From an optimization exercise on the open Yosys and OpenROAD flow, aimed at small area; shortcuts taken in it are not production practice.
The RTL was checked by simulation tests, not by an equivalence proof against the original design.
Power is estimated from default activity; no workload was simulated.

// kyber_zeta_inv_gen
module kyber_zeta_inv_gen
(
  input  logic        clk,
  input  logic        reset,
  input  logic        start,
  output logic        busy,
  output logic        done,
  input  logic [6:0]  ad,
  input  logic        ce,
  input  logic        oce,
  output logic [11:0] dout
);
Settings: LEC_CHECK=0, CAP_MARGIN=20, CORE_MARGIN=2, CORE_UTILIZATION=45, GPL_TIMING_DRIVEN=0, SETUP_SLACK_MARGIN=0.4, SLEW_MARGIN=20, SYNTH_HIERARCHICAL=1; clock period 6.0 ns.
standard.sh (not shown) runs the stock make flow with config.mk's settings and CLKGATE_MAP_FILE= SYNTH_SCRIPT=/design/flow/synth_recipe.tcl, a recipe that flattens the netlist after the stock synthesis.
==> flow/flow/run.sh <==
#!/bin/bash
# Standard synthesis (hierarchical, so the generated table logic keeps its
# gate structure), then an area re-map of the flattened combinational logic
# (best of several ABC recipes; flip-flops untouched), then the standard
# layout steps with small port buffers and a small clock tree.
set -euo pipefail
W=$PWD
F=$W/flow
R=$W/orfs/results/$FLOW_PLATFORM/kyber_zeta_inv_gen/base
YOSYS=$(command -v yosys || echo "$FLOW_HOME/../tools/install/yosys/bin/yosys")

bash standard.sh synth > $W/synth_std.log 2>&1
cp $R/1_2_yosys.v $W/std_netlist.v

mkdir -p $W/reopt
cp $F/recipes.txt $F/downsize.txt $F/seqcells.txt $W/reopt/
REOPT_LIB=$FLOW_HOME/platforms/$FLOW_PLATFORM/lib/sky130_fd_sc_hd__tt_025C_1v80.lib \
REOPT_TOP=$FLOW_TOP REOPT_DIR=$W/reopt REOPT_IN=$W/std_netlist.v REOPT_OUT=$W/reopt_netlist.v \
  $YOSYS -q -l $W/reopt.log -c $F/reopt.tcl > $W/reopt.out 2>&1
cp $W/reopt_netlist.v $R/1_2_yosys.v
touch $R/1_2_yosys.v

bash standard.sh \
  "BUFFER_PORTS_ARGS=-buffer_cell sky130_fd_sc_hd__buf_1" \
  "CTS_ARGS=-sink_clustering_enable -sink_clustering_size 30 -sink_clustering_max_diameter 400 -buf_list sky130_fd_sc_hd__clkbuf_8 -root_buf sky130_fd_sc_hd__clkbuf_8 -repair_clock_nets -dont_use_dummy_load" \
  finish > $W/layout.log 2>&1
Other scripts of this flow, unchanged in this note and not shown: flow/flow/downsize.txt, flow/flow/recipes.txt, flow/flow/reopt.tcl, flow/flow/seqcells.txt
==> next run, changes <==
--- a/flow/flow/run.sh
+++ b/flow/flow/run.sh
@@ -23,4 +23,4 @@
 bash standard.sh \
   "BUFFER_PORTS_ARGS=-buffer_cell sky130_fd_sc_hd__buf_1" \
-  "CTS_ARGS=-sink_clustering_enable -sink_clustering_size 30 -sink_clustering_max_diameter 400 -buf_list sky130_fd_sc_hd__clkbuf_8 -root_buf sky130_fd_sc_hd__clkbuf_8 -repair_clock_nets -dont_use_dummy_load" \
+  "CTS_ARGS=-sink_clustering_enable -sink_clustering_size 30 -sink_clustering_max_diameter 400 -buf_list sky130_fd_sc_hd__clkbuf_4 -root_buf sky130_fd_sc_hd__clkbuf_4 -repair_clock_nets -dont_use_dummy_load" \
   finish > $W/layout.log 2>&1
After rerunning:
- total power fell by a few percent
- cell area decreases slightly
- critical path depth does not change
- via count goes down slightly
- setup slack degrades by 0.089 ns
- clock skew is about the same
- count of clock-buffer cells in the layout does not change
- synthesized cell count is unchanged

kyber_zeta_inv_gen, a different RTL version from the one above (not shown whole).
For scale: roughly 350 cells after synthesis, ~2100 um^2 of cells after synthesis.
// kyber_zeta_inv_gen
module kyber_zeta_inv_gen
(
  input  logic        clk,
  input  logic        reset,
  input  logic        start,
  output logic        busy,
  output logic        done,
  input  logic [6:0]  ad,
  input  logic        ce,
  input  logic        oce,
  output logic [11:0] dout
);
export LEC_CHECK = 0
export CAP_MARGIN = 20
export CORE_MARGIN = 2
export CORE_UTILIZATION = 45
export SLEW_MARGIN = 20
export SYNTH_HIERARCHICAL = 1
create_clock -name core_clock -period 6.0 [get_ports {clk}]
==> flow/flow/run.sh <==
#!/bin/bash
# Standard synthesis (hierarchical, so the generated table logic keeps its
# gate structure), then an area re-map of the flattened combinational logic
# (best of several ABC recipes; flip-flops untouched), then the standard
# layout steps with small port buffers and a small clock tree.
set -euo pipefail
W=$PWD
F=$W/flow
R=$W/orfs/results/$FLOW_PLATFORM/kyber_zeta_inv_gen/base
YOSYS=$(command -v yosys || echo "$FLOW_HOME/../tools/install/yosys/bin/yosys")

bash standard.sh synth > $W/synth_std.log 2>&1
cp $R/1_2_yosys.v $W/std_netlist.v

mkdir -p $W/reopt
cp $F/recipes.txt $W/reopt/recipes.txt
REOPT_LIB=$FLOW_HOME/platforms/$FLOW_PLATFORM/lib/sky130_fd_sc_hd__tt_025C_1v80.lib \
REOPT_TOP=$FLOW_TOP REOPT_DIR=$W/reopt REOPT_IN=$W/std_netlist.v REOPT_OUT=$W/reopt_netlist.v \
  $YOSYS -q -l $W/reopt.log -c $F/reopt.tcl > $W/reopt.out 2>&1
cp $W/reopt_netlist.v $R/1_2_yosys.v
touch $R/1_2_yosys.v

bash standard.sh \
  "BUFFER_PORTS_ARGS=-buffer_cell sky130_fd_sc_hd__buf_1" \
  "CTS_ARGS=-sink_clustering_enable -sink_clustering_size 30 -sink_clustering_max_diameter 400 -buf_list sky130_fd_sc_hd__clkbuf_4 -root_buf sky130_fd_sc_hd__clkbuf_4 -repair_clock_nets -dont_use_dummy_load" \
  finish > $W/layout.log 2>&1
Other scripts of this flow, unchanged in this note and not shown: flow/flow/recipes.txt, flow/flow/reopt.tcl
Edit:
--- a/flow/config.mk
+++ b/flow/config.mk
@@ -10,2 +10,4 @@
 export CORE_UTILIZATION = 45
+export GPL_TIMING_DRIVEN = 0
+export SETUP_SLACK_MARGIN = 0.4
 export SLEW_MARGIN = 20
The changed run ran to the end with no violations.
Hold slack gets better by 0.016 ns.
Power rose by 0.41%.
Sequential share of layout area went up by 0.34 points.
Via count went down by 0.88%.
Worst setup slack is worse by 0.56 ns.
Utilization goes down by 0.77 points.

==> what the ideal ports hide <==
The results above use ideal ports. As a check the final layouts listed here were re-extracted and re-timed, cells and wires unchanged. Step 1 (the two cells are an assumption about what drives the block):
set clk [get_ports {clk}]
set_driving_cell -lib_cell sky130_fd_sc_hd__clkbuf_16 $clk
set_driving_cell -lib_cell sky130_fd_sc_hd__buf_2 [delete_from_list [all_inputs] $clk]
Step 2 times the ports against the registers' clock, not the clock port: input delays grow and output delays shrink by t, the midpoint of the rising clock arrivals with the driver on. Three values: no drivers, after step 1, after step 2; two values: the first two.
run | t (ns) | slack for setup (ns) | hold slack, ns | worst setup path after step 2 | pins driven straight from the clock port
the first run of note 1 | 0.271 | 1.224 / 1.201 / 1.472 | 0.408 / 0.408 / 0.408 | register to output | 1
the second run of note 1 | 0.315 | 1.135 / 1.114 / 1.429 | 0.415 / 0.415 / 0.415 | register to output | 1
the first run of note 2 | 0.314 | 1.307 / 1.285 / 1.599 | 0.405 / 0.405 / 0.405 | register to output | 1
the second run of note 2 | 0.317 | 0.743 / 0.722 / 1.039 | 0.421 / 0.421 / 0.421 | register to output | 1
After both steps every run listed still meets setup and hold.
